This is an optimization exercise on Yosys and OpenROAD, whose aim is small area, not a production implementation. In this exercise RTL edits were held to simulation tests only and were not proved equivalent to the original. Power figures rest on the tool's default switching activity, not on a simulated workload.

==> flow/design.v (excerpt) <==
module max_heap_priority_queue #(
  parameter int unsigned CAPACITY = 128
) (
  input  logic                clk_i,
  input  logic                rst_ni,
  input  logic                start,
  output logic                busy,
  input  logic [32:0]         word_i,
  output logic                done_o,
  output logic [41:0]         result_o
);
  localparam int unsigned HiW = 7;
  localparam int unsigned LoW = 25;
  localparam int unsigned UBits = 2 * CAPACITY;
  typedef enum logic [1:0] {
    S_IDLE  = 2'd0,
    S_UPASS = 2'd1,
    S_LPASS = 2'd2,
    S_OUT   = 2'd3
  } state_e;
  state_e            state_q, state_d;
  logic [7:0]        ph_q;
  logic [7:0]        count_q, count_d;
  logic              full_q, full_d;
  logic              rep_q, rep_d;
  logic [HiW-1:0]    hi_q, hi_d;       
  logic [HiW-1:0]    key_hi_q, key_hi_d;
  logic [LoW-1:0]    lo_q, lo_d;       
  logic              ubit_q;           
  logic              ins_q, ins_d;     
  logic [7:0]        zeros_q, zeros_d;
  logic [7:0]        ones_q, ones_d;
  logic [6:0]        r1_q, r1_d, r2_q, r2_d;
  logic [CAPACITY*LoW-1:0] lring_q;
  logic [UBits-1:0]        uring_q;
  logic [LoW-1:0]    l_out, l_in;
  logic              u_out, u_in, u_eff;
  logic              take, empty, in_range, del, u_ins, l_ins, thru;
  logic [6:0]        slot;
  assign l_out = lring_q[CAPACITY*LoW-1 -: LoW];
  assign u_out = uring_q[UBits-1];
  assign slot  = ph_q[6:0];
  assign empty = count_q == 8'd0;
  assign busy = !(state_q == S_IDLE && ph_q == 8'd255);
  assign take = start && !busy;
  assign in_range = !zeros_q[7];
  assign del      = rep_q && (ones_q == count_q - 8'd1);
  assign u_eff    = u_out && !empty && in_range && !del;
  assign u_ins    = !ins_q && in_range && (zeros_q[6:0] == key_hi_q);
  assign l_ins = !ins_q && (slot >= r1_q) && ((slot >= r2_q) || (l_out > lo_q));
  assign thru  = l_ins || ins_q;
  always_comb begin
    state_d  = state_q;
    count_d  = count_q;
    full_d   = full_q;
    rep_d    = rep_q;
    hi_d     = hi_q;
    key_hi_d = key_hi_q;
    lo_d     = lo_q;
    ins_d    = ins_q;
  ...
For scale: ~3500 flip-flops, ~80 I/O pins, ~75000 µm² of cells after synthesis.
export LEC_CHECK = 0
export CAP_MARGIN = 20
export CORE_MARGIN = 2
export CORE_UTILIZATION = 55
export SLEW_MARGIN = 20
create_clock -name core_clock -period 12.0 [get_ports {clk_i}]
standard.sh (not shown) runs the stock make flow with config.mk's settings and CLKGATE_MAP_FILE= SYNTH_SCRIPT=/design/flow/synth_recipe.tcl, a recipe that flattens the netlist after the stock synthesis.
==> flow/flow/run.sh <==
#!/bin/bash
# The standard layout (standard.sh) with two changes passed through ORFS's own
# variables: the port buffers use the smallest buffer cell, and clock tree
# synthesis uses clkbuf_8 leaf clusters without dummy loads.
set -euo pipefail
export BUFFER_PORTS_ARGS="-buffer_cell sky130_fd_sc_hd__buf_1"
export CTS_ARGS="-sink_clustering_enable -repair_clock_nets -dont_use_dummy_load -buf_list sky130_fd_sc_hd__clkbuf_8 -sink_clustering_size 20 -sink_clustering_max_diameter 60"
bash standard.sh finish > standard_flow.log 2>&1
Rerun with:
==> flow/run.sh (new file) <==
#!/bin/bash
# synth_recipe.tcl (not shown) runs the flow's synth.tcl, then flattens the netlist and writes it again
# the make line also repeats each setting of config.mk as NAME=value (left out here)
make -C /OpenROAD-flow-scripts/flow DESIGN_CONFIG=/design/flow/config.mk WORK_HOME=/design/flow/orfs CLKGATE_MAP_FILE= SYNTH_SCRIPT=/design/flow/synth_recipe.tcl finish
- CORE_UTILIZATION: 55 -> 40
removed: flow/flow/run.sh
removed: flow/standard.sh
Power increases by a quarter to a third.
Sequential power stays flat.
Die area increases by well over a third.
Maximum frequency decreases by a few percent.
Hold slack is better by 0.013 ns.
Flip-flop and latch count does not change.
Routed wire length increases by about a fifth.
Critical path depth does not change.
Global-route usage decreases by 2.0 points.
Rerun with:
- CORE_UTILIZATION: 40 -> 80
- CTS_BUF_LIST: not set -> sky130_fd_sc_hd__clkbuf_8
- CTS_CLUSTER_DIAMETER: not set -> 60
- CTS_CLUSTER_SIZE: not set -> 20
Result:
- This time the run aborted during 3_5_place_dp
- synthesized area is unchanged
- synthesized cell count stays the same
Rerun with:
==> flow/flow/run.sh (new file) <==
#!/bin/bash
# The standard layout (standard.sh) with two changes passed through ORFS's own
# variables: the port buffers use the smallest buffer cell, and clock tree
# synthesis uses clkbuf_8 leaf clusters without dummy loads.
set -euo pipefail
export BUFFER_PORTS_ARGS="-buffer_cell sky130_fd_sc_hd__buf_1"
export CTS_ARGS="-sink_clustering_enable -repair_clock_nets -dont_use_dummy_load -buf_list sky130_fd_sc_hd__clkbuf_8 -sink_clustering_size 20 -sink_clustering_max_diameter 60"
bash standard.sh finish > standard_flow.log 2>&1
==> flow/standard.sh (new file) <==
#!/bin/bash
# synth_recipe.tcl (not shown) runs the flow's synth.tcl, then flattens the netlist and writes it again
# the make line also repeats each setting of config.mk as NAME=value (left out here)
make -C /OpenROAD-flow-scripts/flow DESIGN_CONFIG=/design/flow/config.mk WORK_HOME=/design/flow/orfs CLKGATE_MAP_FILE= SYNTH_SCRIPT=/design/flow/synth_recipe.tcl "${@:-finish}"
- CORE_UTILIZATION: 80 -> 65
- CTS_BUF_LIST: sky130_fd_sc_hd__clkbuf_8 -> not set
- CTS_CLUSTER_DIAMETER: 60 -> not set
- CTS_CLUSTER_SIZE: 20 -> not set
removed: flow/run.sh
With this change the flow produced a clean layout.
Synthesized area stays the same.
Synthesized cell count does not change.
Rerun with:
==> flow/run.sh (new file) <==
#!/bin/bash
# synth_recipe.tcl (not shown) runs the flow's synth.tcl, then flattens the netlist and writes it again
# the make line also repeats each setting of config.mk as NAME=value (left out here)
make -C /OpenROAD-flow-scripts/flow DESIGN_CONFIG=/design/flow/config.mk WORK_HOME=/design/flow/orfs CLKGATE_MAP_FILE= SYNTH_SCRIPT=/design/flow/synth_recipe.tcl finish
- CTS_BUF_LIST: not set -> sky130_fd_sc_hd__clkbuf_8
- CTS_CLUSTER_DIAMETER: not set -> 60
- CTS_CLUSTER_SIZE: not set -> 20
removed: flow/flow/run.sh
removed: flow/standard.sh
After rerunning: Routed wire length fell slightly; final cell count is higher slightly; area after synthesis stays the same; clock power climbs by a few percent; sequential share of layout area drops by 0.93 points; synthesized cell count does not change; clock skew drops by 0.049 ns; setup slack is worse by 0.58 ns; clock-buffer cell count rose by 9; total power came out higher slightly; hold slack is better by 0.042 ns.
Rerun with:
- CORE_UTILIZATION: 65 -> 40
What happened: The changed run ran to the end with no violations. Setup slack is better by 0.020 ns. Sequential power barely changes. Final cell count grows by about a fifth. Die area grows by well over a third. Cell area grows slightly. Synthesized area does not change. Core utilization shrinks by 27 points. Routed wire length grows by a little under a tenth. Power grows slightly. Global-route usage shrinks by 4.5 points.

==> re-timing with driven ports <==
How much do the figures lean on ideal ports? The routed layouts below were timed once more, with nothing changed but the port constraints.
Step 1 (the two cells are an assumption about what drives the block):
set clk [get_ports {clk_i}]
set_driving_cell -lib_cell sky130_fd_sc_hd__clkbuf_16 $clk
set_driving_cell -lib_cell sky130_fd_sc_hd__buf_2 [delete_from_list [all_inputs] $clk]
Step 2 also shifts input and output timing later by t, the mid clock arrival at the registers, as if the neighbouring blocks saw the same clock.
a / b / c = ideal ports / drivers / drivers and shift; a / b = the first two.
run	t, ns	setup WS [ns]	hold WS [ns]
the first run	0.904	6.245 / 6.181 / 7.085	0.270 / 0.270 / 0.270
the second run	0.960	5.961 / 5.876 / 6.836	0.283 / 0.283 / 0.283
the fourth run	0.900	6.491 / 6.424 / 7.324	0.273 / 0.273 / 0.273
the fifth run	0.917	5.912 / 5.843 / 6.761	0.315 / 0.315 / 0.315
the sixth run	0.994	5.932 / 5.853 / 6.846	0.299 / 0.299 / 0.299
After both steps setup and hold are still met in every run listed.
